Context: an optimization exercise on an open-source flow, tuned for small area, a short achievable clock period and few clock cycles per item. The choices shown serve that exercise and are no tape-out recipe. RTL that was checked went through simulation tests only; none was proved equivalent to the original. The RTL of run 1 was laid out without a check of its function. Power and IR drop assume default switching activity.

### flow/design.v
package smm_pkg;
  localparam int unsigned MAX_NNZ = 8;
  localparam int unsigned IDX_W   = 5;
  localparam int unsigned VAL_W   = 4;
  localparam int unsigned OUT_W   = 9;
  localparam int unsigned SUM_W   = 7;    
endpackage
import smm_pkg::*;
module smm_result_list
(
  input  logic                            start_i,    
  input  logic [MAX_NNZ-1:0]              va_i,
  input  logic [MAX_NNZ-1:0][IDX_W-1:0]   ar_i,
  input  logic [MAX_NNZ-1:0][IDX_W-1:0]   ac_i,
  input  logic [MAX_NNZ-1:0][SUM_W-1:0]   av_i,
  input  logic [MAX_NNZ-1:0]              vb_i,
  input  logic [MAX_NNZ-1:0][IDX_W-1:0]   br_i,
  input  logic [MAX_NNZ-1:0][IDX_W-1:0]   bc_i,
  input  logic [MAX_NNZ-1:0][VAL_W-1:0]   bv_i,
  input  logic [MAX_NNZ-1:0]              gm_i,
  input  logic [MAX_NNZ-1:0]              pm_i,
  output logic [IDX_W-1:0]                row_o,
  output logic [IDX_W-1:0]                col_o,
  output logic [OUT_W-1:0]                val_o,
  output logic [MAX_NNZ-1:0]              gm_o,
  output logic [MAX_NNZ-1:0]              pm_o,
  output logic                            last_o
);
  localparam int N = MAX_NNZ;
  logic [N-1:0][N-1:0] m;        
  logic [N-1:0][N-1:0] le;       
  logic [N-1:0] has;             
  logic [N-1:0] sr;              
  logic [N-1:0] f0, g0, gm, pm, match, cand, hm, pga, after, fn, gn;
  logic [N-1:0][SUM_W-1:0] t;
  logic [N*VAL_W-1:0] gbv;
  logic more, any_next;
  function automatic logic le_f(input logic [IDX_W-1:0] a, input logic [IDX_W-1:0] b);
    logic r;
    r = 1'b1;
    for (int i = 0; i < IDX_W; i++) r = (!a[i] && b[i]) || (!(a[i] ^ b[i]) && r);
    le_f = r;
  endfunction
  always_comb begin
    for (int i = 0; i < N; i++) begin
      for (int j = 0; j < N; j++) m[i][j] = vb_i[j] && (ac_i[i] == br_i[j]);
      has[i] = va_i[i] && (|m[i]);
    end
    for (int j = 0; j < N; j++) begin
      le[j][j] = 1'b1;
      for (int k = j + 1; k < N; k++) begin
        le[j][k] = bc_i[j] <= bc_i[k];
        le[k][j] = !(bc_i[j] < bc_i[k]);
      end
    end
    sr[0] = 1'b0;
    for (int i = 1; i < N; i++) sr[i] = va_i[i] && (ar_i[i] == ar_i[i-1]);
    for (int i = 0; i < N; i++) begin
      f0[i] = has[i];
      for (int k = 0; k < i; k++) if (has[k]) f0[i] = 1'b0;
      if (i == 0) g0[i] = f0[i];
      else        g0[i] = f0[i] || (g0[i-1] && sr[i]);
    end
    gm = start_i ? g0 : gm_i;
    pm = start_i ? vb_i : pm_i;
    for (int j = 0; j < N; j++) begin
      match[j] = 1'b0;
      t[j]     = '0;
      for (int i = 0; i < N; i++) if (gm[i] && m[i][j]) begin
        match[j] = 1'b1;
        t[j]     = t[j] | av_i[i];
      end
      cand[j] = match[j] && pm[j];
    end
    for (int j = 0; j < N; j++) begin
      hm[j] = cand[j];
      for (int k = 0; k < N; k++) if (k != j && cand[k] && !le[j][k]) hm[j] = 1'b0;
    end
    more = |(cand & ~hm);
    row_o = '0;
    for (int i = 0; i < N; i++) if (gm[i]) row_o = row_o | ar_i[i];
    col_o = '0;
    for (int j = 0; j < N; j++) if (hm[j]) col_o = col_o | bc_i[j];
    for (int j = 0; j < N; j++) gbv[j*VAL_W +: VAL_W] = hm[j] ? bv_i[j] : '0;
    for (int i = 0; i < N; i++) begin
      if (i == 0) pga[i] = gm[i];
      else        pga[i] = gm[i] || pga[i-1];
    end
    after = pga & ~gm & has;
    any_next = |after;
    for (int i = 0; i < N; i++) begin
      fn[i] = after[i];
      for (int k = 0; k < i; k++) if (after[k]) fn[i] = 1'b0;
      if (i == 0) gn[i] = fn[i];
      else        gn[i] = fn[i] || (gn[i-1] && sr[i]);
    end
    gm_o   = more ? gm : gn;
    pm_o   = more ? (pm & ~hm) : vb_i;
    last_o = !more && !any_next;
  end
  smm_val_sum u_sum (
    .gb  (gbv),
    .t   (t),
    .val (val_o)
  );
endmodule
module smm_val_sum (
  input  logic [31:0] gb,
  input  logic [55:0] t,
  output logic [8:0] val
);
  logic s1, c2, s3, c4, s5, c6, s7, c8;
  logic s9, c10, s11, c12, s13, c14, s15, c16;
  logic s17, c18, s19, c20, s21, c22, s23, c24;
  logic s25, c26, s27, c28, s29, c30, s31, c32;
  logic s33, c34, s35, c36, s37, c38, s39, c40;
  logic s41, c42, s43, c44, s45, c46, s47, c48;
  logic s49, c50, s51, c52, s53, c54, s55, c56;
  logic s57, c58, s59, c60, s61, c62, s63, c64;
  logic s65, c66, s67, c68, s69, c70, s71, c72;
  logic s73, c74, s75, c76, s77, c78, s79, c80;
  logic s81, c82, s83, c84, s85, c86, s87, c88;
  logic s89, c90, s91, c92, s93, c94, s95, c96;
  logic s97, c98, s99, c100, s101, c102, s103, c104;
  logic s105, c106, s107, c108, s109, c110, s111, c112;
  logic s113, c114, s115, c116, s117, c118, s119, c120;
  logic s121, c122, s123, c124, s125, c126, s127, c128;
  logic s129, c130, s131, c132, s133, c134, s135, c136;
  logic s137, c138, s139, c140, s141, c142, s143, c144;
  logic s145, c146, s147, c148, s149, c150, s151, c152;
  logic s153, c154, s155, c156, s157, c158, s159, c160;
  logic s161, c162, s163, c164, s165, c166, s167, c168;
  logic s169, c170, s171, c172, s173, c174, s175, c176;
  logic s177, c178, s179, c180, s181, c182, s183, c184;
  logic s185, c186, s187, c188, s189, c190, s191, c192;
  logic s193, c194, s195, c196, s197, c198, s199, c200;
  logic s201, c202, s203, c204, s205, c206, s207, c208;
  logic s209, c210, s211, c212, s213, c214, s215, c216;
  logic s217, c218, s219, c220, s221, c222, s223, c224;
  logic s225, c226, s227, c228, s229, c230, s231, c232;
  logic s233, c234, s235, c236, s237, c238, s239, c240;
  logic s241, c242, s243, c244, s245, c246, s247, c248;
  logic s249, c250, s251, c252, s253, c254, s255, c256;
  logic s257, c258, s259, c260, s261, c262, s263, c264;
  logic s265, c266, s267, c268, s269, c270, s271, c272;
  logic s273, c274, s275, c276, s277, c278, s279, c280;
  logic s281, c282, s283, c284, s285, c286, s287, c288;
  logic s289, c290, s291, c292, s293, c294, s295, c296;
  logic s297, c298, s299, c300, s301, c302, s303, c304;
  logic s305, c306, s307, c308, s309, c310, s311, c312;
  logic s313, c314, s315, c316, s317, c318, s319, c320;
  logic s321, c322, s323, c324, s325, c326, s327, c328;
  logic s329, c330, s331, c332, s333, c334, s335, c336;
  logic s337, c338, s339, c340, s341, c342, s343, c344;
  logic s345, c346, s347, c348, s349, c350, s351, c352;
  logic s353, c354, s355, c356, s357, c358, s359, c360;
  logic s361, c362, s363, c364, s365, c366, s367, c368;
  logic s369, c370, s371, c372, s373, c374, s375, c376;
  logic s377, c378;
  logic [8:0] ra, rb;
  assign s1 = (gb[0] & t[3]) ^ (gb[1] & t[2]) ^ (gb[2] & t[1]);
  assign c2 = ((gb[0] & t[3]) & (gb[1] & t[2])) | ((gb[2] & t[1]) & ((gb[0] & t[3]) ^ (gb[1] & t[2])));
  assign s3 = (gb[3] & t[0]) ^ (gb[4] & t[10]) ^ (gb[5] & t[9]);
  assign c4 = ((gb[3] & t[0]) & (gb[4] & t[10])) | ((gb[5] & t[9]) & ((gb[3] & t[0]) ^ (gb[4] & t[10])));
  assign s5 = (gb[0] & t[4]) ^ (gb[1] & t[3]) ^ (gb[2] & t[2]);
  assign c6 = ((gb[0] & t[4]) & (gb[1] & t[3])) | ((gb[2] & t[2]) & ((gb[0] & t[4]) ^ (gb[1] & t[3])));
  assign s7 = (gb[3] & t[1]) ^ (gb[4] & t[11]) ^ (gb[5] & t[10]);
  assign c8 = ((gb[3] & t[1]) & (gb[4] & t[11])) | ((gb[5] & t[10]) & ((gb[3] & t[1]) ^ (gb[4] & t[11])));
  assign s9 = (gb[6] & t[9]) ^ (gb[7] & t[8]) ^ (gb[8] & t[18]);
  assign c10 = ((gb[6] & t[9]) & (gb[7] & t[8])) | ((gb[8] & t[18]) & ((gb[6] & t[9]) ^ (gb[7] & t[8])));
  assign s11 = (gb[0] & t[5]) ^ (gb[1] & t[4]) ^ (gb[2] & t[3]);
  assign c12 = ((gb[0] & t[5]) & (gb[1] & t[4])) | ((gb[2] & t[3]) & ((gb[0] & t[5]) ^ (gb[1] & t[4])));
  assign s13 = (gb[3] & t[2]) ^ (gb[4] & t[12]) ^ (gb[5] & t[11]);
  assign c14 = ((gb[3] & t[2]) & (gb[4] & t[12])) | ((gb[5] & t[11]) & ((gb[3] & t[2]) ^ (gb[4] & t[12])));
  assign s15 = (gb[6] & t[10]) ^ (gb[7] & t[9]) ^ (gb[8] & t[19]);
  assign c16 = ((gb[6] & t[10]) & (gb[7] & t[9])) | ((gb[8] & t[19]) & ((gb[6] & t[10]) ^ (gb[7] & t[9])));
  assign s17 = (gb[9] & t[18]) ^ (gb[10] & t[17]);
  assign c18 = (gb[9] & t[18]) & (gb[10] & t[17]);
  assign s19 = (gb[0] & t[6]) ^ (gb[1] & t[5]) ^ (gb[2] & t[4]);
  assign c20 = ((gb[0] & t[6]) & (gb[1] & t[5])) | ((gb[2] & t[4]) & ((gb[0] & t[6]) ^ (gb[1] & t[5])));
  assign s21 = (gb[3] & t[3]) ^ (gb[4] & t[13]) ^ (gb[5] & t[12]);
  assign c22 = ((gb[3] & t[3]) & (gb[4] & t[13])) | ((gb[5] & t[12]) & ((gb[3] & t[3]) ^ (gb[4] & t[13])));
  assign s23 = (gb[6] & t[11]) ^ (gb[7] & t[10]) ^ (gb[8] & t[20]);
  assign c24 = ((gb[6] & t[11]) & (gb[7] & t[10])) | ((gb[8] & t[20]) & ((gb[6] & t[11]) ^ (gb[7] & t[10])));
  assign s25 = (gb[9] & t[19]) ^ (gb[10] & t[18]) ^ (gb[11] & t[17]);
  assign c26 = ((gb[9] & t[19]) & (gb[10] & t[18])) | ((gb[11] & t[17]) & ((gb[9] & t[19]) ^ (gb[10] & t[18])));
  assign s27 = (gb[0] & t[2]) ^ (gb[1] & t[1]) ^ (gb[2] & t[0]);
  assign c28 = ((gb[0] & t[2]) & (gb[1] & t[1])) | ((gb[2] & t[0]) & ((gb[0] & t[2]) ^ (gb[1] & t[1])));
  assign s29 = (gb[4] & t[9]) ^ (gb[5] & t[8]) ^ (gb[6] & t[7]);
  assign c30 = ((gb[4] & t[9]) & (gb[5] & t[8])) | ((gb[6] & t[7]) & ((gb[4] & t[9]) ^ (gb[5] & t[8])));
  assign s31 = (gb[8] & t[16]) ^ (gb[9] & t[15]);
  assign c32 = (gb[8] & t[16]) & (gb[9] & t[15]);
  assign s33 = s1 ^ s3 ^ (gb[6] & t[8]);
  assign c34 = (s1 & s3) | ((gb[6] & t[8]) & (s1 ^ s3));
  assign s35 = (gb[7] & t[7]) ^ (gb[8] & t[17]) ^ (gb[9] & t[16]);
  assign c36 = ((gb[7] & t[7]) & (gb[8] & t[17])) | ((gb[9] & t[16]) & ((gb[7] & t[7]) ^ (gb[8] & t[17])));
  assign s37 = (gb[10] & t[15]) ^ (gb[11] & t[14]) ^ (gb[12] & t[24]);
  assign c38 = ((gb[10] & t[15]) & (gb[11] & t[14])) | ((gb[12] & t[24]) & ((gb[10] & t[15]) ^ (gb[11] & t[14])));
  assign s39 = (gb[13] & t[23]) ^ (gb[14] & t[22]) ^ (gb[15] & t[21]);
  assign c40 = ((gb[13] & t[23]) & (gb[14] & t[22])) | ((gb[15] & t[21]) & ((gb[13] & t[23]) ^ (gb[14] & t[22])));
  assign s41 = (gb[16] & t[31]) ^ (gb[17] & t[30]) ^ (gb[18] & t[29]);
  assign c42 = ((gb[16] & t[31]) & (gb[17] & t[30])) | ((gb[18] & t[29]) & ((gb[16] & t[31]) ^ (gb[17] & t[30])));
  assign s43 = (gb[19] & t[28]) ^ (gb[20] & t[38]) ^ (gb[21] & t[37]);
  assign c44 = ((gb[19] & t[28]) & (gb[20] & t[38])) | ((gb[21] & t[37]) & ((gb[19] & t[28]) ^ (gb[20] & t[38])));
  assign s45 = s5 ^ s7 ^ s9;
  assign c46 = (s5 & s7) | (s9 & (s5 ^ s7));
  assign s47 = (gb[9] & t[17]) ^ (gb[10] & t[16]) ^ (gb[11] & t[15]);
  assign c48 = ((gb[9] & t[17]) & (gb[10] & t[16])) | ((gb[11] & t[15]) & ((gb[9] & t[17]) ^ (gb[10] & t[16])));
  assign s49 = (gb[12] & t[25]) ^ (gb[13] & t[24]) ^ (gb[14] & t[23]);
  assign c50 = ((gb[12] & t[25]) & (gb[13] & t[24])) | ((gb[14] & t[23]) & ((gb[12] & t[25]) ^ (gb[13] & t[24])));
  assign s51 = (gb[15] & t[22]) ^ (gb[16] & t[32]) ^ (gb[17] & t[31]);
  assign c52 = ((gb[15] & t[22]) & (gb[16] & t[32])) | ((gb[17] & t[31]) & ((gb[15] & t[22]) ^ (gb[16] & t[32])));
  assign s53 = (gb[18] & t[30]) ^ (gb[19] & t[29]) ^ (gb[20] & t[39]);
  assign c54 = ((gb[18] & t[30]) & (gb[19] & t[29])) | ((gb[20] & t[39]) & ((gb[18] & t[30]) ^ (gb[19] & t[29])));
  assign s55 = (gb[21] & t[38]) ^ (gb[22] & t[37]) ^ (gb[23] & t[36]);
  assign c56 = ((gb[21] & t[38]) & (gb[22] & t[37])) | ((gb[23] & t[36]) & ((gb[21] & t[38]) ^ (gb[22] & t[37])));
  assign s57 = (gb[24] & t[46]) ^ (gb[25] & t[45]) ^ (gb[26] & t[44]);
  assign c58 = ((gb[24] & t[46]) & (gb[25] & t[45])) | ((gb[26] & t[44]) & ((gb[24] & t[46]) ^ (gb[25] & t[45])));
  assign s59 = (gb[27] & t[43]) ^ (gb[28] & t[53]);
  assign c60 = (gb[27] & t[43]) & (gb[28] & t[53]);
  assign s61 = s11 ^ s13 ^ s15;
  assign c62 = (s11 & s13) | (s15 & (s11 ^ s13));
  assign s63 = s17 ^ (gb[11] & t[16]) ^ (gb[12] & t[26]);
  assign c64 = (s17 & (gb[11] & t[16])) | ((gb[12] & t[26]) & (s17 ^ (gb[11] & t[16])));
  assign s65 = (gb[13] & t[25]) ^ (gb[14] & t[24]) ^ (gb[15] & t[23]);
  assign c66 = ((gb[13] & t[25]) & (gb[14] & t[24])) | ((gb[15] & t[23]) & ((gb[13] & t[25]) ^ (gb[14] & t[24])));
  assign s67 = (gb[16] & t[33]) ^ (gb[17] & t[32]) ^ (gb[18] & t[31]);
  assign c68 = ((gb[16] & t[33]) & (gb[17] & t[32])) | ((gb[18] & t[31]) & ((gb[16] & t[33]) ^ (gb[17] & t[32])));
  assign s69 = (gb[19] & t[30]) ^ (gb[20] & t[40]) ^ (gb[21] & t[39]);
  assign c70 = ((gb[19] & t[30]) & (gb[20] & t[40])) | ((gb[21] & t[39]) & ((gb[19] & t[30]) ^ (gb[20] & t[40])));
  assign s71 = (gb[22] & t[38]) ^ (gb[23] & t[37]) ^ (gb[24] & t[47]);
  assign c72 = ((gb[22] & t[38]) & (gb[23] & t[37])) | ((gb[24] & t[47]) & ((gb[22] & t[38]) ^ (gb[23] & t[37])));
  assign s73 = (gb[25] & t[46]) ^ (gb[26] & t[45]) ^ (gb[27] & t[44]);
  assign c74 = ((gb[25] & t[46]) & (gb[26] & t[45])) | ((gb[27] & t[44]) & ((gb[25] & t[46]) ^ (gb[26] & t[45])));
  assign s75 = (gb[28] & t[54]) ^ (gb[29] & t[53]) ^ (gb[30] & t[52]);
  assign c76 = ((gb[28] & t[54]) & (gb[29] & t[53])) | ((gb[30] & t[52]) & ((gb[28] & t[54]) ^ (gb[29] & t[53])));
  assign s77 = (gb[31] & t[51]) ^ c6;
  assign c78 = (gb[31] & t[51]) & c6;
  assign s79 = s19 ^ s21 ^ s23;
  assign c80 = (s19 & s21) | (s23 & (s19 ^ s21));
  assign s81 = s25 ^ (gb[12] & t[27]) ^ (gb[13] & t[26]);
  assign c82 = (s25 & (gb[12] & t[27])) | ((gb[13] & t[26]) & (s25 ^ (gb[12] & t[27])));
  assign s83 = (gb[14] & t[25]) ^ (gb[15] & t[24]) ^ (gb[16] & t[34]);
  assign c84 = ((gb[14] & t[25]) & (gb[15] & t[24])) | ((gb[16] & t[34]) & ((gb[14] & t[25]) ^ (gb[15] & t[24])));
  assign s85 = (gb[17] & t[33]) ^ (gb[18] & t[32]) ^ (gb[19] & t[31]);
  assign c86 = ((gb[17] & t[33]) & (gb[18] & t[32])) | ((gb[19] & t[31]) & ((gb[17] & t[33]) ^ (gb[18] & t[32])));
  assign s87 = (gb[20] & t[41]) ^ (gb[21] & t[40]) ^ (gb[22] & t[39]);
  assign c88 = ((gb[20] & t[41]) & (gb[21] & t[40])) | ((gb[22] & t[39]) & ((gb[20] & t[41]) ^ (gb[21] & t[40])));
  assign s89 = (gb[23] & t[38]) ^ (gb[24] & t[48]) ^ (gb[25] & t[47]);
  assign c90 = ((gb[23] & t[38]) & (gb[24] & t[48])) | ((gb[25] & t[47]) & ((gb[23] & t[38]) ^ (gb[24] & t[48])));
  assign s91 = (gb[26] & t[46]) ^ (gb[27] & t[45]) ^ (gb[28] & t[55]);
  assign c92 = ((gb[26] & t[46]) & (gb[27] & t[45])) | ((gb[28] & t[55]) & ((gb[26] & t[46]) ^ (gb[27] & t[45])));
  assign s93 = (gb[29] & t[54]) ^ (gb[30] & t[53]) ^ (gb[31] & t[52]);
  assign c94 = ((gb[29] & t[54]) & (gb[30] & t[53])) | ((gb[31] & t[52]) & ((gb[29] & t[54]) ^ (gb[30] & t[53])));
  assign s95 = c12 ^ c14 ^ c16;
  assign c96 = (c12 & c14) | (c16 & (c12 ^ c14));
  assign s97 = (gb[1] & t[6]) ^ (gb[2] & t[5]) ^ (gb[3] & t[4]);
  assign c98 = ((gb[1] & t[6]) & (gb[2] & t[5])) | ((gb[3] & t[4]) & ((gb[1] & t[6]) ^ (gb[2] & t[5])));
  assign s99 = (gb[5] & t[13]) ^ (gb[6] & t[12]) ^ (gb[7] & t[11]);
  assign c100 = ((gb[5] & t[13]) & (gb[6] & t[12])) | ((gb[7] & t[11]) & ((gb[5] & t[13]) ^ (gb[6] & t[12])));
  assign s101 = (gb[9] & t[20]) ^ (gb[10] & t[19]) ^ (gb[11] & t[18]);
  assign c102 = ((gb[9] & t[20]) & (gb[10] & t[19])) | ((gb[11] & t[18]) & ((gb[9] & t[20]) ^ (gb[10] & t[19])));
  assign s103 = (gb[13] & t[27]) ^ (gb[14] & t[26]) ^ (gb[15] & t[25]);
  assign c104 = ((gb[13] & t[27]) & (gb[14] & t[26])) | ((gb[15] & t[25]) & ((gb[13] & t[27]) ^ (gb[14] & t[26])));
  assign s105 = (gb[17] & t[34]) ^ (gb[18] & t[33]) ^ (gb[19] & t[32]);
  assign c106 = ((gb[17] & t[34]) & (gb[18] & t[33])) | ((gb[19] & t[32]) & ((gb[17] & t[34]) ^ (gb[18] & t[33])));
  assign s107 = (gb[21] & t[41]) ^ (gb[22] & t[40]) ^ (gb[23] & t[39]);
  assign c108 = ((gb[21] & t[41]) & (gb[22] & t[40])) | ((gb[23] & t[39]) & ((gb[21] & t[41]) ^ (gb[22] & t[40])));
  assign s109 = (gb[25] & t[48]) ^ (gb[26] & t[47]) ^ (gb[27] & t[46]);
  assign c110 = ((gb[25] & t[48]) & (gb[26] & t[47])) | ((gb[27] & t[46]) & ((gb[25] & t[48]) ^ (gb[26] & t[47])));
  assign s111 = (gb[29] & t[55]) ^ (gb[30] & t[54]) ^ (gb[31] & t[53]);
  assign c112 = ((gb[29] & t[55]) & (gb[30] & t[54])) | ((gb[31] & t[53]) & ((gb[29] & t[55]) ^ (gb[30] & t[54])));
  assign s113 = c20 ^ c22 ^ c24;
  assign c114 = (c20 & c22) | (c24 & (c20 ^ c22));
  assign s115 = (gb[2] & t[6]) ^ (gb[3] & t[5]) ^ (gb[6] & t[13]);
  assign c116 = ((gb[2] & t[6]) & (gb[3] & t[5])) | ((gb[6] & t[13]) & ((gb[2] & t[6]) ^ (gb[3] & t[5])));
  assign s117 = (gb[7] & t[12]) ^ (gb[10] & t[20]) ^ (gb[11] & t[19]);
  assign c118 = ((gb[7] & t[12]) & (gb[10] & t[20])) | ((gb[11] & t[19]) & ((gb[7] & t[12]) ^ (gb[10] & t[20])));
  assign s119 = (gb[14] & t[27]) ^ (gb[15] & t[26]) ^ (gb[18] & t[34]);
  assign c120 = ((gb[14] & t[27]) & (gb[15] & t[26])) | ((gb[18] & t[34]) & ((gb[14] & t[27]) ^ (gb[15] & t[26])));
  assign s121 = (gb[0] & t[1]) ^ (gb[1] & t[0]) ^ (gb[4] & t[8]);
  assign c122 = ((gb[0] & t[1]) & (gb[1] & t[0])) | ((gb[4] & t[8]) & ((gb[0] & t[1]) ^ (gb[1] & t[0])));
  assign s123 = (gb[5] & t[7]) ^ (gb[8] & t[15]);
  assign c124 = (gb[5] & t[7]) & (gb[8] & t[15]);
  assign s125 = s27 ^ s29 ^ s31;
  assign c126 = (s27 & s29) | (s31 & (s27 ^ s29));
  assign s127 = (gb[10] & t[14]) ^ (gb[12] & t[23]) ^ (gb[13] & t[22]);
  assign c128 = ((gb[10] & t[14]) & (gb[12] & t[23])) | ((gb[13] & t[22]) & ((gb[10] & t[14]) ^ (gb[12] & t[23])));
  assign s129 = (gb[14] & t[21]) ^ (gb[16] & t[30]) ^ (gb[17] & t[29]);
  assign c130 = ((gb[14] & t[21]) & (gb[16] & t[30])) | ((gb[17] & t[29]) & ((gb[14] & t[21]) ^ (gb[16] & t[30])));
  assign s131 = (gb[18] & t[28]) ^ (gb[20] & t[37]) ^ (gb[21] & t[36]);
  assign c132 = ((gb[18] & t[28]) & (gb[20] & t[37])) | ((gb[21] & t[36]) & ((gb[18] & t[28]) ^ (gb[20] & t[37])));
  assign s133 = s33 ^ s35 ^ s37;
  assign c134 = (s33 & s35) | (s37 & (s33 ^ s35));
  assign s135 = s39 ^ s41 ^ s43;
  assign c136 = (s39 & s41) | (s43 & (s39 ^ s41));
  assign s137 = (gb[22] & t[36]) ^ (gb[23] & t[35]) ^ (gb[24] & t[45]);
  assign c138 = ((gb[22] & t[36]) & (gb[23] & t[35])) | ((gb[24] & t[45]) & ((gb[22] & t[36]) ^ (gb[23] & t[35])));
  assign s139 = (gb[25] & t[44]) ^ (gb[26] & t[43]) ^ (gb[27] & t[42]);
  assign c140 = ((gb[25] & t[44]) & (gb[26] & t[43])) | ((gb[27] & t[42]) & ((gb[25] & t[44]) ^ (gb[26] & t[43])));
  assign s141 = (gb[28] & t[52]) ^ (gb[29] & t[51]) ^ (gb[30] & t[50]);
  assign c142 = ((gb[28] & t[52]) & (gb[29] & t[51])) | ((gb[30] & t[50]) & ((gb[28] & t[52]) ^ (gb[29] & t[51])));
  assign s143 = s45 ^ s47 ^ s49;
  assign c144 = (s45 & s47) | (s49 & (s45 ^ s47));
  assign s145 = s51 ^ s53 ^ s55;
  assign c146 = (s51 & s53) | (s55 & (s51 ^ s53));
  assign s147 = s57 ^ s59 ^ (gb[29] & t[52]);
  assign c148 = (s57 & s59) | ((gb[29] & t[52]) & (s57 ^ s59));
  assign s149 = (gb[30] & t[51]) ^ (gb[31] & t[50]) ^ c2;
  assign c150 = ((gb[30] & t[51]) & (gb[31] & t[50])) | (c2 & ((gb[30] & t[51]) ^ (gb[31] & t[50])));
  assign s151 = c4 ^ c34 ^ c36;
  assign c152 = (c4 & c34) | (c36 & (c4 ^ c34));
  assign s153 = c38 ^ c40;
  assign c154 = c38 & c40;
  assign s155 = s61 ^ s63 ^ s65;
  assign c156 = (s61 & s63) | (s65 & (s61 ^ s63));
  assign s157 = s67 ^ s69 ^ s71;
  assign c158 = (s67 & s69) | (s71 & (s67 ^ s69));
  assign s159 = s73 ^ s75 ^ s77;
  assign c160 = (s73 & s75) | (s77 & (s73 ^ s75));
  assign s161 = c8 ^ c10 ^ c46;
  assign c162 = (c8 & c10) | (c46 & (c8 ^ c10));
  assign s163 = c48 ^ c50 ^ c52;
  assign c164 = (c48 & c50) | (c52 & (c48 ^ c50));
  assign s165 = c54 ^ c56 ^ c58;
  assign c166 = (c54 & c56) | (c58 & (c54 ^ c56));
  assign s167 = s79 ^ s81 ^ s83;
  assign c168 = (s79 & s81) | (s83 & (s79 ^ s81));
  assign s169 = s85 ^ s87 ^ s89;
  assign c170 = (s85 & s87) | (s89 & (s85 ^ s87));
  assign s171 = s91 ^ s93 ^ s95;
  assign c172 = (s91 & s93) | (s95 & (s91 ^ s93));
  assign s173 = c18 ^ c62 ^ c64;
  assign c174 = (c18 & c62) | (c64 & (c18 ^ c62));
  assign s175 = c66 ^ c68 ^ c70;
  assign c176 = (c66 & c68) | (c70 & (c66 ^ c68));
  assign s177 = c72 ^ c74 ^ c76;
  assign c178 = (c72 & c74) | (c76 & (c72 ^ c74));
  assign s179 = s97 ^ s99 ^ s101;
  assign c180 = (s97 & s99) | (s101 & (s97 ^ s99));
  assign s181 = s103 ^ s105 ^ s107;
  assign c182 = (s103 & s105) | (s107 & (s103 ^ s105));
  assign s183 = s109 ^ s111 ^ s113;
  assign c184 = (s109 & s111) | (s113 & (s109 ^ s111));
  assign s185 = c26 ^ c80 ^ c82;
  assign c186 = (c26 & c80) | (c82 & (c26 ^ c80));
  assign s187 = c84 ^ c86 ^ c88;
  assign c188 = (c84 & c86) | (c88 & (c84 ^ c86));
  assign s189 = c90 ^ c92 ^ c94;
  assign c190 = (c90 & c92) | (c94 & (c90 ^ c92));
  assign s191 = s115 ^ s117 ^ s119;
  assign c192 = (s115 & s117) | (s119 & (s115 ^ s117));
  assign s193 = (gb[19] & t[33]) ^ (gb[22] & t[41]) ^ (gb[23] & t[40]);
  assign c194 = ((gb[19] & t[33]) & (gb[22] & t[41])) | ((gb[23] & t[40]) & ((gb[19] & t[33]) ^ (gb[22] & t[41])));
  assign s195 = (gb[26] & t[48]) ^ (gb[27] & t[47]) ^ (gb[30] & t[55]);
  assign c196 = ((gb[26] & t[48]) & (gb[27] & t[47])) | ((gb[30] & t[55]) & ((gb[26] & t[48]) ^ (gb[27] & t[47])));
  assign s197 = (gb[31] & t[54]) ^ c98 ^ c100;
  assign c198 = ((gb[31] & t[54]) & c98) | (c100 & ((gb[31] & t[54]) ^ c98));
  assign s199 = c102 ^ c104 ^ c106;
  assign c200 = (c102 & c104) | (c106 & (c102 ^ c104));
  assign s201 = c108 ^ c110 ^ c112;
  assign c202 = (c108 & c110) | (c112 & (c108 ^ c110));
  assign s203 = s121 ^ s123 ^ (gb[9] & t[14]);
  assign c204 = (s121 & s123) | ((gb[9] & t[14]) & (s121 ^ s123));
  assign s205 = (gb[12] & t[22]) ^ (gb[13] & t[21]) ^ (gb[16] & t[29]);
  assign c206 = ((gb[12] & t[22]) & (gb[13] & t[21])) | ((gb[16] & t[29]) & ((gb[12] & t[22]) ^ (gb[13] & t[21])));
  assign s207 = s125 ^ s127 ^ s129;
  assign c208 = (s125 & s127) | (s129 & (s125 ^ s127));
  assign s209 = s131 ^ (gb[22] & t[35]) ^ (gb[24] & t[44]);
  assign c210 = (s131 & (gb[22] & t[35])) | ((gb[24] & t[44]) & (s131 ^ (gb[22] & t[35])));
  assign s211 = (gb[25] & t[43]) ^ (gb[26] & t[42]) ^ (gb[28] & t[51]);
  assign c212 = ((gb[25] & t[43]) & (gb[26] & t[42])) | ((gb[28] & t[51]) & ((gb[25] & t[43]) ^ (gb[26] & t[42])));
  assign s213 = s133 ^ s135 ^ s137;
  assign c214 = (s133 & s135) | (s137 & (s133 ^ s135));
  assign s215 = s139 ^ s141 ^ (gb[31] & t[49]);
  assign c216 = (s139 & s141) | ((gb[31] & t[49]) & (s139 ^ s141));
  assign s217 = c28 ^ c30 ^ c32;
  assign c218 = (c28 & c30) | (c32 & (c28 ^ c30));
  assign s219 = c126 ^ c128;
  assign c220 = c126 & c128;
  assign s221 = s143 ^ s145 ^ s147;
  assign c222 = (s143 & s145) | (s147 & (s143 ^ s145));
  assign s223 = s149 ^ s151 ^ s153;
  assign c224 = (s149 & s151) | (s153 & (s149 ^ s151));
  assign s225 = c42 ^ c44 ^ c134;
  assign c226 = (c42 & c44) | (c134 & (c42 ^ c44));
  assign s227 = c136 ^ c138 ^ c140;
  assign c228 = (c136 & c138) | (c140 & (c136 ^ c138));
  assign s229 = s155 ^ s157 ^ s159;
  assign c230 = (s155 & s157) | (s159 & (s155 ^ s157));
  assign s231 = s161 ^ s163 ^ s165;
  assign c232 = (s161 & s163) | (s165 & (s161 ^ s163));
  assign s233 = c60 ^ c144 ^ c146;
  assign c234 = (c60 & c144) | (c146 & (c60 ^ c144));
  assign s235 = c148 ^ c150 ^ c152;
  assign c236 = (c148 & c150) | (c152 & (c148 ^ c150));
  assign s237 = s167 ^ s169 ^ s171;
  assign c238 = (s167 & s169) | (s171 & (s167 ^ s169));
  assign s239 = s173 ^ s175 ^ s177;
  assign c240 = (s173 & s175) | (s177 & (s173 ^ s175));
  assign s241 = c78 ^ c156 ^ c158;
  assign c242 = (c78 & c156) | (c158 & (c78 ^ c156));
  assign s243 = c160 ^ c162 ^ c164;
  assign c244 = (c160 & c162) | (c164 & (c160 ^ c162));
  assign s245 = s179 ^ s181 ^ s183;
  assign c246 = (s179 & s181) | (s183 & (s179 ^ s181));
  assign s247 = s185 ^ s187 ^ s189;
  assign c248 = (s185 & s187) | (s189 & (s185 ^ s187));
  assign s249 = c96 ^ c168 ^ c170;
  assign c250 = (c96 & c168) | (c170 & (c96 ^ c168));
  assign s251 = c172 ^ c174 ^ c176;
  assign c252 = (c172 & c174) | (c176 & (c172 ^ c174));
  assign s253 = s191 ^ s193 ^ s195;
  assign c254 = (s191 & s193) | (s195 & (s191 ^ s193));
  assign s255 = s197 ^ s199 ^ s201;
  assign c256 = (s197 & s199) | (s201 & (s197 ^ s199));
  assign s257 = c114 ^ c180 ^ c182;
  assign c258 = (c114 & c180) | (c182 & (c114 ^ c180));
  assign s259 = c184 ^ c186 ^ c188;
  assign c260 = (c184 & c186) | (c188 & (c184 ^ c186));
  assign s261 = (gb[0] & t[0]) ^ (gb[4] & t[7]) ^ (gb[8] & t[14]);
  assign c262 = ((gb[0] & t[0]) & (gb[4] & t[7])) | ((gb[8] & t[14]) & ((gb[0] & t[0]) ^ (gb[4] & t[7])));
  assign s263 = s203 ^ s205 ^ (gb[17] & t[28]);
  assign c264 = (s203 & s205) | ((gb[17] & t[28]) & (s203 ^ s205));
  assign s265 = (gb[20] & t[36]) ^ (gb[21] & t[35]) ^ (gb[24] & t[43]);
  assign c266 = ((gb[20] & t[36]) & (gb[21] & t[35])) | ((gb[24] & t[43]) & ((gb[20] & t[36]) ^ (gb[21] & t[35])));
  assign s267 = s207 ^ s209 ^ s211;
  assign c268 = (s207 & s209) | (s211 & (s207 ^ s209));
  assign s269 = (gb[29] & t[50]) ^ (gb[30] & t[49]) ^ c122;
  assign c270 = ((gb[29] & t[50]) & (gb[30] & t[49])) | (c122 & ((gb[29] & t[50]) ^ (gb[30] & t[49])));
  assign s271 = c124 ^ c204;
  assign c272 = c124 & c204;
  assign s273 = s213 ^ s215 ^ s217;
  assign c274 = (s213 & s215) | (s217 & (s213 ^ s215));
  assign s275 = s219 ^ c130 ^ c132;
  assign c276 = (s219 & c130) | (c132 & (s219 ^ c130));
  assign s277 = c208 ^ c210 ^ c212;
  assign c278 = (c208 & c210) | (c212 & (c208 ^ c210));
  assign s279 = s221 ^ s223 ^ s225;
  assign c280 = (s221 & s223) | (s225 & (s221 ^ s223));
  assign s281 = s227 ^ c142 ^ c214;
  assign c282 = (s227 & c142) | (c214 & (s227 ^ c142));
  assign s283 = c216 ^ c218 ^ c220;
  assign c284 = (c216 & c218) | (c220 & (c216 ^ c218));
  assign s285 = s229 ^ s231 ^ s233;
  assign c286 = (s229 & s231) | (s233 & (s229 ^ s231));
  assign s287 = s235 ^ c154 ^ c222;
  assign c288 = (s235 & c154) | (c222 & (s235 ^ c154));
  assign s289 = c224 ^ c226 ^ c228;
  assign c290 = (c224 & c226) | (c228 & (c224 ^ c226));
  assign s291 = s237 ^ s239 ^ s241;
  assign c292 = (s237 & s239) | (s241 & (s237 ^ s239));
  assign s293 = s243 ^ c166 ^ c230;
  assign c294 = (s243 & c166) | (c230 & (s243 ^ c166));
  assign s295 = c232 ^ c234 ^ c236;
  assign c296 = (c232 & c234) | (c236 & (c232 ^ c234));
  assign s297 = s245 ^ s247 ^ s249;
  assign c298 = (s245 & s247) | (s249 & (s245 ^ s247));
  assign s299 = s251 ^ c178 ^ c238;
  assign c300 = (s251 & c178) | (c238 & (s251 ^ c178));
  assign s301 = c240 ^ c242 ^ c244;
  assign c302 = (c240 & c242) | (c244 & (c240 ^ c242));
  assign s303 = s253 ^ s255 ^ s257;
  assign c304 = (s253 & s255) | (s257 & (s253 ^ s255));
  assign s305 = s259 ^ c190 ^ c246;
  assign c306 = (s259 & c190) | (c246 & (s259 ^ c190));
  assign s307 = c248 ^ c250 ^ c252;
  assign c308 = (c248 & c250) | (c252 & (c248 ^ c250));
  assign s309 = s261 ^ (gb[12] & t[21]) ^ (gb[16] & t[28]);
  assign c310 = (s261 & (gb[12] & t[21])) | ((gb[16] & t[28]) & (s261 ^ (gb[12] & t[21])));
  assign s311 = s263 ^ s265 ^ (gb[25] & t[42]);
  assign c312 = (s263 & s265) | ((gb[25] & t[42]) & (s263 ^ s265));
  assign s313 = (gb[28] & t[50]) ^ (gb[29] & t[49]);
  assign c314 = (gb[28] & t[50]) & (gb[29] & t[49]);
  assign s315 = s267 ^ s269 ^ s271;
  assign c316 = (s267 & s269) | (s271 & (s267 ^ s269));
  assign s317 = c206 ^ c264 ^ c266;
  assign c318 = (c206 & c264) | (c266 & (c206 ^ c264));
  assign s319 = s273 ^ s275 ^ s277;
  assign c320 = (s273 & s275) | (s277 & (s273 ^ s275));
  assign s321 = c268 ^ c270 ^ c272;
  assign c322 = (c268 & c270) | (c272 & (c268 ^ c270));
  assign s323 = s279 ^ s281 ^ s283;
  assign c324 = (s279 & s281) | (s283 & (s279 ^ s281));
  assign s325 = c274 ^ c276 ^ c278;
  assign c326 = (c274 & c276) | (c278 & (c274 ^ c276));
  assign s327 = s285 ^ s287 ^ s289;
  assign c328 = (s285 & s287) | (s289 & (s285 ^ s287));
  assign s329 = c280 ^ c282 ^ c284;
  assign c330 = (c280 & c282) | (c284 & (c280 ^ c282));
  assign s331 = s291 ^ s293 ^ s295;
  assign c332 = (s291 & s293) | (s295 & (s291 ^ s293));
  assign s333 = c286 ^ c288 ^ c290;
  assign c334 = (c286 & c288) | (c290 & (c286 ^ c288));
  assign s335 = s297 ^ s299 ^ s301;
  assign c336 = (s297 & s299) | (s301 & (s297 ^ s299));
  assign s337 = c292 ^ c294 ^ c296;
  assign c338 = (c292 & c294) | (c296 & (c292 ^ c294));
  assign s339 = s303 ^ s305 ^ s307;
  assign c340 = (s303 & s305) | (s307 & (s303 ^ s305));
  assign s341 = c298 ^ c300 ^ c302;
  assign c342 = (c298 & c300) | (c302 & (c298 ^ c300));
  assign s343 = s309 ^ (gb[20] & t[35]);
  assign c344 = s309 & (gb[20] & t[35]);
  assign s345 = s311 ^ s313 ^ c262;
  assign c346 = (s311 & s313) | (c262 & (s311 ^ s313));
  assign s347 = s315 ^ s317 ^ c312;
  assign c348 = (s315 & s317) | (c312 & (s315 ^ s317));
  assign s349 = s319 ^ s321 ^ c316;
  assign c350 = (s319 & s321) | (c316 & (s319 ^ s321));
  assign s351 = s323 ^ s325 ^ c320;
  assign c352 = (s323 & s325) | (c320 & (s323 ^ s325));
  assign s353 = s327 ^ s329 ^ c324;
  assign c354 = (s327 & s329) | (c324 & (s327 ^ s329));
  assign s355 = s331 ^ s333 ^ c328;
  assign c356 = (s331 & s333) | (c328 & (s331 ^ s333));
  assign s357 = s335 ^ s337 ^ c332;
  assign c358 = (s335 & s337) | (c332 & (s335 ^ s337));
  assign s359 = s339 ^ s341 ^ c336;
  assign c360 = (s339 & s341) | (c336 & (s339 ^ s341));
  assign s361 = s343 ^ (gb[24] & t[42]);
  assign c362 = s343 & (gb[24] & t[42]);
  assign s363 = s345 ^ c310 ^ c344;
  assign c364 = (s345 & c310) | (c344 & (s345 ^ c310));
  assign s365 = s347 ^ c314 ^ c346;
  assign c366 = (s347 & c314) | (c346 & (s347 ^ c314));
  assign s367 = s349 ^ c318 ^ c348;
  assign c368 = (s349 & c318) | (c348 & (s349 ^ c318));
  assign s369 = s351 ^ c322 ^ c350;
  assign c370 = (s351 & c322) | (c350 & (s351 ^ c322));
  assign s371 = s353 ^ c326 ^ c352;
  assign c372 = (s353 & c326) | (c352 & (s353 ^ c326));
  assign s373 = s355 ^ c330 ^ c354;
  assign c374 = (s355 & c330) | (c354 & (s355 ^ c330));
  assign s375 = s357 ^ c334 ^ c356;
  assign c376 = (s357 & c334) | (c356 & (s357 ^ c334));
  assign s377 = s359 ^ c338 ^ c358;
  assign c378 = (s359 & c338) | (c358 & (s359 ^ c338));
  assign ra = {s377, s375, s373, s371, s369, s367, s365, s363, s361};
  assign rb = {c376, c374, c372, c370, c368, c366, c364, c362, (gb[28] & t[49])};
  assign val = ra + rb;
endmodule
import smm_pkg::*;
module sparse_matrix_mult
(
  input  logic             clk,
  input  logic             rst_n,
  input  logic             in_valid_size,
  input  logic             in_size,
  input  logic             in_valid_a,
  input  logic [IDX_W-1:0] in_row_a,
  input  logic [IDX_W-1:0] in_col_a,
  input  logic [VAL_W-1:0] in_val_a,
  input  logic             in_valid_b,
  input  logic [IDX_W-1:0] in_row_b,
  input  logic [IDX_W-1:0] in_col_b,
  input  logic [VAL_W-1:0] in_val_b,
  output logic             out_valid,
  output logic [IDX_W-1:0] out_row,
  output logic [IDX_W-1:0] out_col,
  output logic [OUT_W-1:0] out_val
);
  localparam int N = MAX_NNZ;
  function automatic logic [SUM_W-1:0] add_f(input logic [SUM_W-1:0] a, input logic [SUM_W-1:0] b);
    logic [SUM_W-1:0] s;
    logic c;
    c = 1'b0;
    for (int i = 0; i < SUM_W; i++) begin
      s[i] = a[i] ^ b[i] ^ c;
      c    = (a[i] && b[i]) || (c && (a[i] ^ b[i]));
    end
    add_f = s;
  endfunction
  localparam logic [1:0] S_IDLE = 2'd0, S_INA = 2'd1, S_INB = 2'd2, S_OUT = 2'd3;
  logic [1:0]       st_q;
  logic             size_q;
  logic [IDX_W-1:0] mask_c;
  logic             aq_v;
  logic [IDX_W-1:0] aq_r, aq_c;
  logic [VAL_W-1:0] aq_w;
  logic [N-1:0]     va_q;
  logic [N-1:0][IDX_W-1:0] ar_q;
  logic [N-1:0][IDX_W-1:0] ac_q;
  logic [N-1:0][SUM_W-1:0] av_q;
  logic [N-1:0]     vb_q;
  logic [N-1:0]     bnx_q;    
  logic [N-1:0][IDX_W-1:0] br_q;
  logic [N-1:0][IDX_W-1:0] bc_q;
  logic [N-1:0][VAL_W-1:0] bv_q;
  logic [N-1:0]     gm_q, pm_q;
  logic             out_valid_q;
  logic [IDX_W-1:0] out_row_q, out_col_q;
  logic [OUT_W-1:0] out_val_q;
  logic             in_job_c, emit_c;
  logic [IDX_W-1:0] g_row, g_col;
  logic [OUT_W-1:0] g_val;
  logic [N-1:0]     g_gm, g_pm;
  logic             g_last;
  assign mask_c   = {size_q, {(IDX_W-1){1'b1}}};
  assign in_job_c = (st_q == S_INA) || (st_q == S_INB);
  assign emit_c   = ((st_q == S_INB) && !in_valid_b) || (st_q == S_OUT);
  smm_result_list u_gen (
    .start_i (st_q == S_INB),
    .va_i    (va_q),
    .ar_i    (ar_q),
    .ac_i    (ac_q),
    .av_i    (av_q),
    .vb_i    (vb_q),
    .br_i    (br_q),
    .bc_i    (bc_q),
    .bv_i    (bv_q),
    .gm_i    (gm_q),
    .pm_i    (pm_q),
    .row_o   (g_row),
    .col_o   (g_col),
    .val_o   (g_val),
    .gm_o    (g_gm),
    .pm_o    (g_pm),
    .last_o  (g_last)
  );
  always_ff @(posedge clk or posedge rst_n) begin
    if (rst_n) begin
      st_q        <= S_IDLE;
      out_valid_q <= 1'b0;
    end else begin
      out_valid_q <= emit_c;
      case (st_q)
        S_IDLE:  if (in_valid_size) st_q <= S_INA;
        S_INA:   if (in_valid_b) st_q <= S_INB;
        S_INB:   if (!in_valid_b) st_q <= g_last ? S_IDLE : S_OUT;
        default: if (g_last) st_q <= S_IDLE;
      endcase
    end
  end
  always_ff @(posedge clk) begin
    if ((st_q == S_IDLE) && in_valid_size) size_q <= in_size;
    aq_v <= in_valid_a;
    aq_r <= in_row_a;
    aq_c <= in_col_a;
    aq_w <= in_val_a;
    out_row_q <= g_row;
    out_col_q <= g_col;
    out_val_q <= g_val;
    gm_q <= g_gm;
    pm_q <= g_pm;
  end
  logic [2*IDX_W-1:0] a_key_c;
  logic [N-1:0]       a_lt_c, a_eq_c;
  logic [SUM_W-1:0]   a_hit_v_c, a_sum_c;
  always_comb begin
    a_key_c   = {aq_r & mask_c, aq_c & mask_c};
    a_hit_v_c = '0;
    for (int k = 0; k < N; k++) begin
      a_lt_c[k] = va_q[k] && ({ar_q[k], ac_q[k]} < a_key_c);
      a_eq_c[k] = va_q[k] && ({ar_q[k], ac_q[k]} == a_key_c);
      if (a_eq_c[k]) a_hit_v_c = a_hit_v_c | av_q[k];
    end
    a_sum_c = add_f(a_hit_v_c, SUM_W'(aq_w));
  end
  always_ff @(posedge clk) begin
    if ((st_q == S_IDLE) && in_valid_size) va_q <= '0;
    else if (in_job_c && aq_v && !(|a_eq_c)) va_q <= {va_q[N-2:0], 1'b1};
  end
  always_ff @(posedge clk) begin
    if (in_job_c && aq_v) begin
      if (|a_eq_c) begin
        for (int k = 0; k < N; k++) if (a_eq_c[k]) av_q[k] <= a_sum_c;
      end else begin
        for (int k = 0; k < N; k++) begin
          if (!a_lt_c[k]) begin
            if (k == 0 || a_lt_c[(k+N-1)%N]) begin
              ar_q[k] <= aq_r & mask_c;
              ac_q[k] <= aq_c & mask_c;
              av_q[k] <= SUM_W'(aq_w);
            end else begin
              ar_q[k] <= ar_q[(k+N-1)%N];
              ac_q[k] <= ac_q[(k+N-1)%N];
              av_q[k] <= av_q[(k+N-1)%N];
            end
          end
        end
      end
    end
  end
  always_ff @(posedge clk) begin
    if ((st_q == S_IDLE) && in_valid_size) begin
      vb_q  <= '0;
      bnx_q <= N'(1);
    end else if (in_valid_b) begin
      vb_q  <= {vb_q[N-2:0], 1'b1};
      bnx_q <= {bnx_q[N-2:0], 1'b0};
    end
    for (int k = 0; k < N; k++) begin
      if (in_valid_b && bnx_q[k]) begin
        br_q[k] <= in_row_b & mask_c;
        bc_q[k] <= in_col_b & mask_c;
        bv_q[k] <= in_val_b;
      end
    end
  end
  assign out_valid = out_valid_q;
  assign out_row   = out_row_q;
  assign out_col   = out_col_q;
  assign out_val   = out_val_q;
endmodule
### flow/run.sh
#!/bin/bash
# synth_recipe.tcl (not shown) runs the flow's synth.tcl, then flattens the netlist and writes it again
# the make line also repeats each setting of config.mk as NAME=value (left out here)
make -C /OpenROAD-flow-scripts/flow DESIGN_CONFIG=/design/flow/config.mk WORK_HOME=/design/flow/orfs CLKGATE_MAP_FILE= SYNTH_SCRIPT=/design/flow/synth_recipe.tcl finish
### flow/constraint.sdc
create_clock -name core_clock -period 60.0 [get_ports {clk}]
set_input_delay 12.0000 -clock core_clock [delete_from_list [all_inputs] [get_ports {clk}]]
set_output_delay 12.0000 -clock core_clock [all_outputs]
set_load 0.01 [all_outputs]
### flow/config.mk
export PLATFORM = sky130hd
export DESIGN_NAME = sparse_matrix_mult
export DESIGN_NICKNAME = sparse_matrix_mult
export VERILOG_FILES = /design/flow/design.v
export SDC_FILE = /design/flow/constraint.sdc
export NUM_CORES = 4
export LEC_CHECK = 0
export CAP_MARGIN = 20
export CORE_MARGIN = 2
export CORE_UTILIZATION = 25
export PLACE_DENSITY = 0.35
export SLEW_MARGIN = 20
==> results.cfg, run 1 <==
[finish]
final_layout_size_suffix_gt1_frac = 0.0682
final_util = 0.279
layout.cells.most_common_list = 287 x xor2_1, 267 x nand2_1, 249 x edfxtp_1
regArea_sq_um = 9030
multi_input_area_sq_um = 21300
layout.cells.most_common = xor2_1
nNetsFinal = 3777
final_cell_area_sq_um = 35900
layout-area-overhead-vs-synth_pct = 11.0
layout.cells.non_filler = 5117
fillCellCount = 13700

[detailed_routing]
vias = 27200
drt-initial-drc-count = 2890
avgViaCountPerCell = 5.32
routed_wl_um = 145000
route.detailed.drc = 0
drt.antenna.violating_nets = 0
avgRoutedWirePerCell_um = 28.4
drtPass1Iterations = 10

[hold_path]
worstHoldPathType = flip-flop to flip-flop
hold-path-cell-count = 1
worstHoldEndpoint = bnx_q[0]
min_from = bnx_q[0]

[worst_setup_path]
crit_slowest_cell = clkdlybuf4s50_1
critical_path.reg2reg.startpoint = br_q[15]
worst_r2r_path_depth = 39
required_ns = 60.19
critical_path_class = input port to flip-flop
worst_path_dominant_cell_family = buffers and inverters
critical_path.cell_chain = clkdlybuf4s50_1, and2_1
worst_r2r_endpoint = out_val_q[8]
critical_path_s_largest_stage_delay_ns = 1.04
r2r_setup_slack_ns = 46.56
worstSetupStartpointType = input port
timing.critical_path.arrival_ns = 14.04
worstSetupEndpointType = flip-flop
critical_path_peak_fanout = 19
critPathBufInv = 1

[logic_synthesis]
mappedNetlistNets = 3872
synth.largest_area_cell = edfxtp_1
synth_seq_cells = 326
ys_types = 90
post_synth.cell_area_avg_sq_um = 9.44
ys_seq_area_frac = 0.279
netlist_top_cells_area = edfxtp_1 23%, fa_1 10%, ha_1 9.5%
number_of_synthesized_flops_with_an_enable_pin = 249
syn-instance-count = 3430
synth_flop_cell = edfxtp_1
ys_async_sr_fraction = 0.00920
yosysWarningCount = 2
post_synth_instance_area_sq_um = 32400
synth_top_area_frac = 0.231

[timing]
maximum_operating_frequency_mhz = 72.2
final-hold-violation-count = 0
setup_viol_count_final = 0
finalSetupTns_ns = 0
worst_relative_slew_slack = 0.257
clock_skew_ns = 0.0719
timing_max_transition_violations_final = 0
fin_crit_sh = 0.231
worst-slew-pin-transition_ns = 1.10
fin_crit_ns = 13.84
setup_repair_after_global_routing_missed_its_margin = no

[power_and_ir_drop]
peakVddDrop_mv = 0.0207
power_per_cell_area_nw_per_um2 = 34.1
power_w = 0.00122
cellLeakagePower_nw = 14.5

[clock_tree]
clkTransAtPathRegs_ns = 0.06
cts.repair.resized = 0
cts_tree = yes
post_cts_buffers = 0
clkLatencyLatePin_ns = 0.64
htree_levels = 2
cts_buffer_depth = 3
cts_made_buffers = 47
cts_root_buffer_type = clkbuf_16
numClockSinks = 326
hold_fix_buffers_cts = 0

[grt]
global_route_wire_length_before_repair_um = 209000
grt_antenna_before_repair = 3
maximum_number_of_pins_on_one_net_before_global_route_repair = 32
grt_overflow_total = 0
number_of_global_route_vias_before_repair = 27200
globalRouteTotalUtil = 0.217

[floorplan]
die-area_sq_um = 132000
num_rows = 132
die_height_um = 364
io_pins = 54
design.core.area_sq_um = 129000
floorplan.initialDensity = 0.251
die_w_um = 364

[place]
place.gp.congestion = 0.924
count_of_input_and_output_buffers = 53
dp_hpwl_um = 113000
placed_cells_incl_taps = 5028
dpl-instance-area_sq_um = 34300

[status]
result_of_the_run = timing/DRC/antenna clean

[run]
maxCapViolCount = 0
-- kinds of logic (layout without fill, tap and decap cells) --
family	count (synthesis)	in the layout	synth area share
adder cells (fa/ha/maj)	408	408	0.195
AND/OR/NAND/NOR	1044	1044	0.176
AO/OA/AOI/OAI	714	714	0.159
buffers and inverters	485	428	0.0641
XOR/XNOR	400	400	0.110
flip-flops	326	326	0.279
other	0	2	0
multiplexers	53	53	0.0173
-- sequential cells by signal, summed over array words and instances, names as in the netlist, 8 cells and up --
name,flops
ac_q,40
ar_q,40
av_q,56
bc_q,40
bnx_q,8
br_q,40
bv_q,32
gm_q,8
out_val_q,9
pm_q,8
va_q,8
vb_q,8
-- how the worst max path moves through the flow --
stage	from	end	slack [ns]	cells after the start
floorplan	in_valid_b	bc_q[0]	46.49	3
global route	br_q[19]	out_val_q[8]	45.98	39
CTS	in_valid_b	bv_q[18]	46.08	2
global placement	in_valid_b	bv_q[16]	45.46	2
finish	in_valid_b	bv_q[12]	46.16	2
detailed placement	in_valid_b	bv_q[16]	45.49	2
-- layer usage --
| metal | vias up | GRT usage | routed length [um] |
|---|---|---|---|
| met5 | - | 0 | 0 |
| met4 | 0 | 0.0421 | 2730 |
| met3 | 162 | 0.0190 | 6950 |
| met2 | 949 | 0.361 | 68000 |
| met1 | 13900 | 0.307 | 67800 |
| li1 | 12200 | - | - |
-- synth_stat cells, types with 9 or more instances --
cell type  number
xor2_1        287
nand2_1       267
edfxtp_1      249
ha_1          246
inv_1         231
and3_1        172
fa_1          162
nand3_1       149
o21ai_0       133
clkbuf_1      120
a21oi_1       115
a22oi_1       113
nor2_1        110
xnor2_1       109
nor4_1         85
dfxtp_1        74
and2_1         62
a222oi_1       54
a221oi_1       51
buf_2          50
o21a_1         50
nor2b_1        47
buf_1          42
nand2b_1       37
buf_4          31
a31oi_1        30
mux2i_1        30
nand4_1        27
a21o_1         25
mux2_2         23
o2111ai_1      18
a22o_1         14
a211oi_1       11
a311o_1        11
nor3b_1        11
buf_6          10
a31o_2          9
nor2_2          9
-- per-stage QoR --
step                worst slack [ns]  hold WS (ns)
floorplan                      46.49         0.423
global placement               45.46         0.429
detailed placement             45.49         0.435
CTS                            46.08         0.449
global route                   45.98         0.472
finish                         46.16         0.447
-- power breakdown --
part	switching [W]	internal, W
logic	0.000253	0.000167
clock network	0.000117	0.000170
registers	0.000184	0.000332
total	0.000554	0.000670
-- cell type report --
cell class | instances | share of cell area
timing repair buffer | 109 | 0.0265
antenna | 2 | 0.000139
multi-input combinational | 2619 | 0.593
clock inverter | 24 | 0.00759
clock buffer | 63 | 0.0361
inverter | 232 | 0.0242
tap | 1742 | 0.0607
sequential | 326 | 0.251
==> run 2, diff against run 1 <==
--- a/flow/design.v
+++ b/flow/design.v
@@ -13,6 +13,6 @@
   input  logic [MAX_NNZ-1:0][IDX_W-1:0]   ar_i,
-  input  logic [MAX_NNZ-1:0][IDX_W-1:0]   ac_i,
   input  logic [MAX_NNZ-1:0][SUM_W-1:0]   av_i,
   input  logic [MAX_NNZ-1:0]              vb_i,
-  input  logic [MAX_NNZ-1:0][IDX_W-1:0]   br_i,
+  input  logic [MAX_NNZ-1:0][MAX_NNZ-1:0] m_i,      
+  input  logic [MAX_NNZ-1:0]              has_i,    
   input  logic [MAX_NNZ-1:0][IDX_W-1:0]   bc_i,
@@ -29,5 +29,3 @@
   localparam int N = MAX_NNZ;
-  logic [N-1:0][N-1:0] m;        
   logic [N-1:0][N-1:0] le;       
-  logic [N-1:0] has;             
   logic [N-1:0] sr;              
@@ -37,13 +35,3 @@
   logic more, any_next;
-  function automatic logic le_f(input logic [IDX_W-1:0] a, input logic [IDX_W-1:0] b);
-    logic r;
-    r = 1'b1;
-    for (int i = 0; i < IDX_W; i++) r = (!a[i] && b[i]) || (!(a[i] ^ b[i]) && r);
-    le_f = r;
-  endfunction
   always_comb begin
-    for (int i = 0; i < N; i++) begin
-      for (int j = 0; j < N; j++) m[i][j] = vb_i[j] && (ac_i[i] == br_i[j]);
-      has[i] = va_i[i] && (|m[i]);
-    end
     for (int j = 0; j < N; j++) begin
@@ -58,4 +46,4 @@
     for (int i = 0; i < N; i++) begin
-      f0[i] = has[i];
-      for (int k = 0; k < i; k++) if (has[k]) f0[i] = 1'b0;
+      f0[i] = has_i[i];
+      for (int k = 0; k < i; k++) if (has_i[k]) f0[i] = 1'b0;
       if (i == 0) g0[i] = f0[i];
@@ -68,3 +56,3 @@
       t[j]     = '0;
-      for (int i = 0; i < N; i++) if (gm[i] && m[i][j]) begin
+      for (int i = 0; i < N; i++) if (gm[i] && m_i[i][j]) begin
         match[j] = 1'b1;
@@ -88,3 +76,3 @@
     end
-    after = pga & ~gm & has;
+    after = pga & ~gm & has_i;
     any_next = |after;
@@ -586,3 +574,4 @@
   logic [N-1:0]     bnx_q;    
-  logic [N-1:0][IDX_W-1:0] br_q;
+  logic [N-1:0][N-1:0] m_q;  
+  logic [N-1:0]     has_q;    
   logic [N-1:0][IDX_W-1:0] bc_q;
@@ -605,6 +594,6 @@
     .ar_i    (ar_q),
-    .ac_i    (ac_q),
     .av_i    (av_q),
     .vb_i    (vb_q),
-    .br_i    (br_q),
+    .m_i     (m_q),
+    .has_i   (has_q),
     .bc_i    (bc_q),
@@ -659,7 +648,21 @@
   end
+  logic [N-1:0] va_d_c;    
+  always_comb begin
+    va_d_c = va_q;
+    if (in_job_c && aq_v && !(|a_eq_c)) va_d_c = {va_q[N-2:0], 1'b1};
+  end
   always_ff @(posedge clk) begin
     if ((st_q == S_IDLE) && in_valid_size) va_q <= '0;
-    else if (in_job_c && aq_v && !(|a_eq_c)) va_q <= {va_q[N-2:0], 1'b1};
+    else va_q <= va_d_c;
+  end
+  logic [N-1:0][IDX_W-1:0] ac_d;    
+  always_comb begin
+    for (int k = 0; k < N; k++) begin
+      ac_d[k] = ac_q[k];
+      if (in_job_c && aq_v && !(|a_eq_c) && !a_lt_c[k])
+        ac_d[k] = (k == 0 || a_lt_c[(k+N-1)%N]) ? (aq_c & mask_c) : ac_q[(k+N-1)%N];
+    end
   end
   always_ff @(posedge clk) begin
+    ac_q <= ac_d;
     if (in_job_c && aq_v) begin
@@ -672,3 +675,2 @@
               ar_q[k] <= aq_r & mask_c;
-              ac_q[k] <= aq_c & mask_c;
               av_q[k] <= SUM_W'(aq_w);
@@ -676,3 +678,2 @@
               ar_q[k] <= ar_q[(k+N-1)%N];
-              ac_q[k] <= ac_q[(k+N-1)%N];
               av_q[k] <= av_q[(k+N-1)%N];
@@ -694,3 +695,2 @@
       if (in_valid_b && bnx_q[k]) begin
-        br_q[k] <= in_row_b & mask_c;
         bc_q[k] <= in_col_b & mask_c;
@@ -700,2 +700,13 @@
   end
+  logic [N-1:0] b_hit_c;
+  always_comb begin
+    for (int i = 0; i < N; i++) b_hit_c[i] = ac_d[i] == (in_row_b & mask_c);
+  end
+  always_ff @(posedge clk) begin
+    if ((st_q == S_IDLE) && in_valid_size) has_q <= '0;
+    else if (in_valid_b) has_q <= has_q | (b_hit_c & va_d_c);
+    for (int k = 0; k < N; k++)
+      if (in_valid_b && bnx_q[k])
+        for (int i = 0; i < N; i++) m_q[i][k] <= b_hit_c[i];
+  end
   assign out_valid = out_valid_q;
==> run 2 against run 1 <==
Flip-flop and latch count grew 32. Final cell count shrank 7.3%. Highest routed layer unchanged. Worst hold slack worse by 0.019 ns. Total power is 27% higher. Die area fell by 7.2%.
==> results.cfg, run 2 <==
[status]
result_of_the_run = timing/DRC/antenna clean

[power_and_ir_drop]
comb_power_share = 0.529
seq_power_share = 0.296
p_switching_w = 0.000750
cell_internal_pwr_w = 0.000809
cellLeakagePower_nw = 13.3
power_frac_clock = 0.175
sw_frac_of_total = 0.481
power_per_cell_area_nw_per_um2 = 46.5
peakVddDrop_mv = 0.0205

[detailed_routing]
route.detailed.drc = 0
drt-initial-drc-count = 2588
highest_layer = met4
vias = 25400
routed_wl_um = 127000
wl_met3_um = 6010
routed_length_on_met2_um = 61600
routedLengthMet1_um = 54800
avgViaCountPerCell = 5.36
drt.antenna.violating_nets = 0
avgRoutedWirePerCell_um = 26.7
drtPass1Iterations = 13

[place]
count_of_input_and_output_buffers = 53
place.gp.congestion = 0.910
pre_cts_slack_ns = 44.99
placed_cells_incl_taps = 4657
dpl-instance-area_sq_um = 32000
dp_hpwl_um = 99000

[timing]
setup_slack_ns = 45.55
setup_viol_count_final = 0
maximum_operating_frequency_mhz = 69.2
fin_crit_sh = 0.241
timing_max_transition_violations_final = 0
clock_skew_ns = 0.0455
fin_crit_ns = 14.45
setup_repair_after_global_routing_missed_its_margin = no
worst-slew-pin-transition_ns = 1.10
worst_relative_slew_slack = 0.270
final-hold-violation-count = 0
finalSetupTns_ns = 0

[logic_synthesis]
ys_types = 94
mappedNetlistNets = 3614
number_of_synthesized_flops_with_an_enable_pin = 233
cell_with_the_most_instances_after_synthesis = nand2_1
synth_seq_cells = 358
yosysWarningCount = 2
synth_top_area_frac = 0.233
ys_seq_area_frac = 0.317
post_synth.cell_area_avg_sq_um = 9.46
synth_commonest_cells = 272 x nand2_1, 246 x ha_1, 233 x edfxtp_1
netlist_top_cells_area = edfxtp_1 23%, fa_1 11%, ha_1 10%
synth_flop_cell = edfxtp_1
post_synth_instance_area_sq_um = 30000
syn-instance-count = 3172
ys_async_sr_fraction = 0.00838
synth.largest_area_cell = edfxtp_1

[finish]
final_layout_size_suffix_gt1_frac = 0.0587
layout.cells.most_common = nand2_1
reg_top3 = m_q (64), av_q (56)
layout.cells.non_filler = 4746
regMostFlops = m_q
nNetsFinal = 3536
layout-area-overhead-vs-synth_pct = 11.7
fillCellCount = 12700
largest_reg_flops = 64
layout.cells.most_common_list = 272 x nand2_1, 245 x ha_1, 233 x edfxtp_1
final_cell_area_sq_um = 33500

[clock_tree]
clkLatencyLatePin_ns = 0.63
hold_fix_buffers_cts = 0
htree_levels = 2
clkTransAtPathRegs_ns = 0.06
cts.repair.resized = 0
cts_made_buffers = 47
numClockSinks = 358
cts_buffer_depth = 3
cts_root_buffer_type = clkbuf_16
post_cts_buffers = 0
cts_tree = yes

[grt]
maximum_number_of_pins_on_one_net_before_global_route_repair = 44
grt_antenna_before_repair = 2
global_route_wire_length_before_repair_um = 183000
globalRouteTotalUtil = 0.203
grt_overflow_total = 0
number_of_global_route_vias_before_repair = 26100

[worst_setup_path]
critical_path_class = input port to flip-flop
critPathBufInv = 2
crit_slowest_cell = clkdlybuf4s50_1
required_ns = 60.29
timing.critical_path.arrival_ns = 14.74
worstSetupStartpointType = input port
critical_path_peak_fanout = 13
critical_path.cell_chain = clkdlybuf4s50_1, inv_1, a22o_1, o41ai_1, o221ai_1, nor2_1
worst_path_dominant_cell_family = buffers and inverters
worstSetupEndpointType = flip-flop
critical_path_s_largest_stage_delay_ns = 0.89

[hold_path]
worstHoldPathType = flip-flop to flip-flop

[floorplan]
design.core.area_sq_um = 119000
die-area_sq_um = 123000
die_w_um = 350
die_height_um = 350
io_pins = 54
floorplan.initialDensity = 0.251
num_rows = 127

[run]
maxCapViolCount = 0
## run 2: changes by cell type after synthesis, moves of 46 or more
cell | previous run | this run
nor4_1 | 85 | 8
a221o_1 | 3 | 57
xor2_1 | 287 | 27
dfxtp_1 | 74 | 122
nand3_1 | 149 | 213
clkbuf_1 | 120 | 166
and3_1 | 172 | 72
## run 2: path summary, 6_finish.rpt
kind | startpoint | to | slack (ns) | depth (start not counted)
worst min-delay path | aq_r[0] | ar_q[0] | 0.43 | 0
worst max-delay path | in_row_b[1] | m_q[9] | 45.55 | 6
max in group asynchronous | rst_n | st_q[1] | 48.32 | 2
min in group asynchronous | rst_n | out_valid_q | 11.55 | 2
worst max register to register | st_q[0] | out_val_q[8] | 47.73 | 41
worst min register to register | aq_r[0] | ar_q[0] | 0.43 | 0
## run 2: area by class of cell
class | instances | area (sq um) | share of cell area
sequential | 358 | 9510 | 0.284
multi-input combinational | 2352 | 18700 | 0.559
antenna | 1 | 2.50 | 0.0000747
clock inverter | 20 | 144 | 0.00429
timing repair buffer | 101 | 891 | 0.0266
inverter | 234 | 878 | 0.0262
tap | 1612 | 2020 | 0.0602
clock buffer | 68 | 1320 | 0.0393
## run 2: logic make-up (layout without fill, tap and decap cells)
| kind of cell | count (synthesis) | count (layout) | synth area share |
|---|---|---|---|
| compound gates | 730 | 730 | 0.177 |
| xor+xnor | 121 | 121 | 0.0362 |
| fa+ha+maj | 408 | 408 | 0.211 |
| buf+inv | 462 | 423 | 0.0598 |
| flops | 358 | 358 | 0.317 |
| mux | 75 | 75 | 0.0261 |
| other cells | 0 | 1 | 0 |
| simple gates | 1018 | 1018 | 0.173 |
## run 2: power groups by stage
stage / logic [W] / clock network, W / registers (W)
2_1_floorplan: 0.000576 / 0 / 0.000389
3_3_place_gp: 0.000813 / 0 / 0.000462
3_5_place_dp: 0.000824 / 0 / 0.000464
4_1_cts: 0.000828 / 0.000283 / 0.000459
5_1_grt: 0.000911 / 0.000290 / 0.000468
6_report: 0.000825 / 0.000273 / 0.000461
## run 2: metal layers
layer / track usage / vias up
met1: 0.259 / 12800
met2: 0.356 / 1029
met5: 0 / -
met4: 0.0670 / 0
met3: 0.0224 / 222
li1: - / 11400
## run 2: worst reg2reg max path: cells and delay by family (launching register included)
kind                     cells  cell delay (ns)
AO/OA/AOI/OAI               10             2.47
AND/OR/NAND/NOR              6             1.86
buffers and inverters       10             1.68
XOR/XNOR                     5             1.01
flip-flops                   1             0.45
adder cells (fa/ha/maj)     10             4.66
## run 2: per-stage QoR
stage          total power, W  hold WS, ns   util
2_1_floorplan        0.000965        0.408      -
3_3_place_gp          0.00127        0.416  0.268
3_5_place_dp          0.00129        0.416  0.268
4_1_cts               0.00157        0.430  0.280
5_1_grt               0.00167        0.443  0.280
6_report              0.00156        0.428  0.280
Testbench counts of run 2, summed over its fixed seeds: cycles 14,413, jobs 800.

==> afterwards: timing with drivers on the ports <==
The flow's constraints put no driver on any port. The routed layouts listed below were extracted and timed again, unchanged, in two steps.
Step 1, drivers: a clkbuf_16 drives clk and a buf_2 each remaining input, both assumed.
Step 2 adds t to the input delays and takes it off the output delays; t is the mean of the earliest and latest rising clock arrival at the registers after step 1. Input paths then give back, and output paths get back, about the clock's delay inside the block.
a / b / c = ideal ports / drivers / drivers and shift; a / b = the first two.
run | t, ns | slack for setup (ns) | worst setup path at the end | clock arrival spread, ns
run 1 | 0.686 | 46.156 / 46.171 / 45.484 | input to register | 0.073 / 0.073
run 2 | 0.671 | 45.552 / 45.588 / 44.917 | input to register | 0.049 / 0.049
After both steps every run listed still meets setup and hold. For run 1, which loses most, drivers alone change the setup slack by +0.015 ns; drivers and shift together by -0.672 ns.
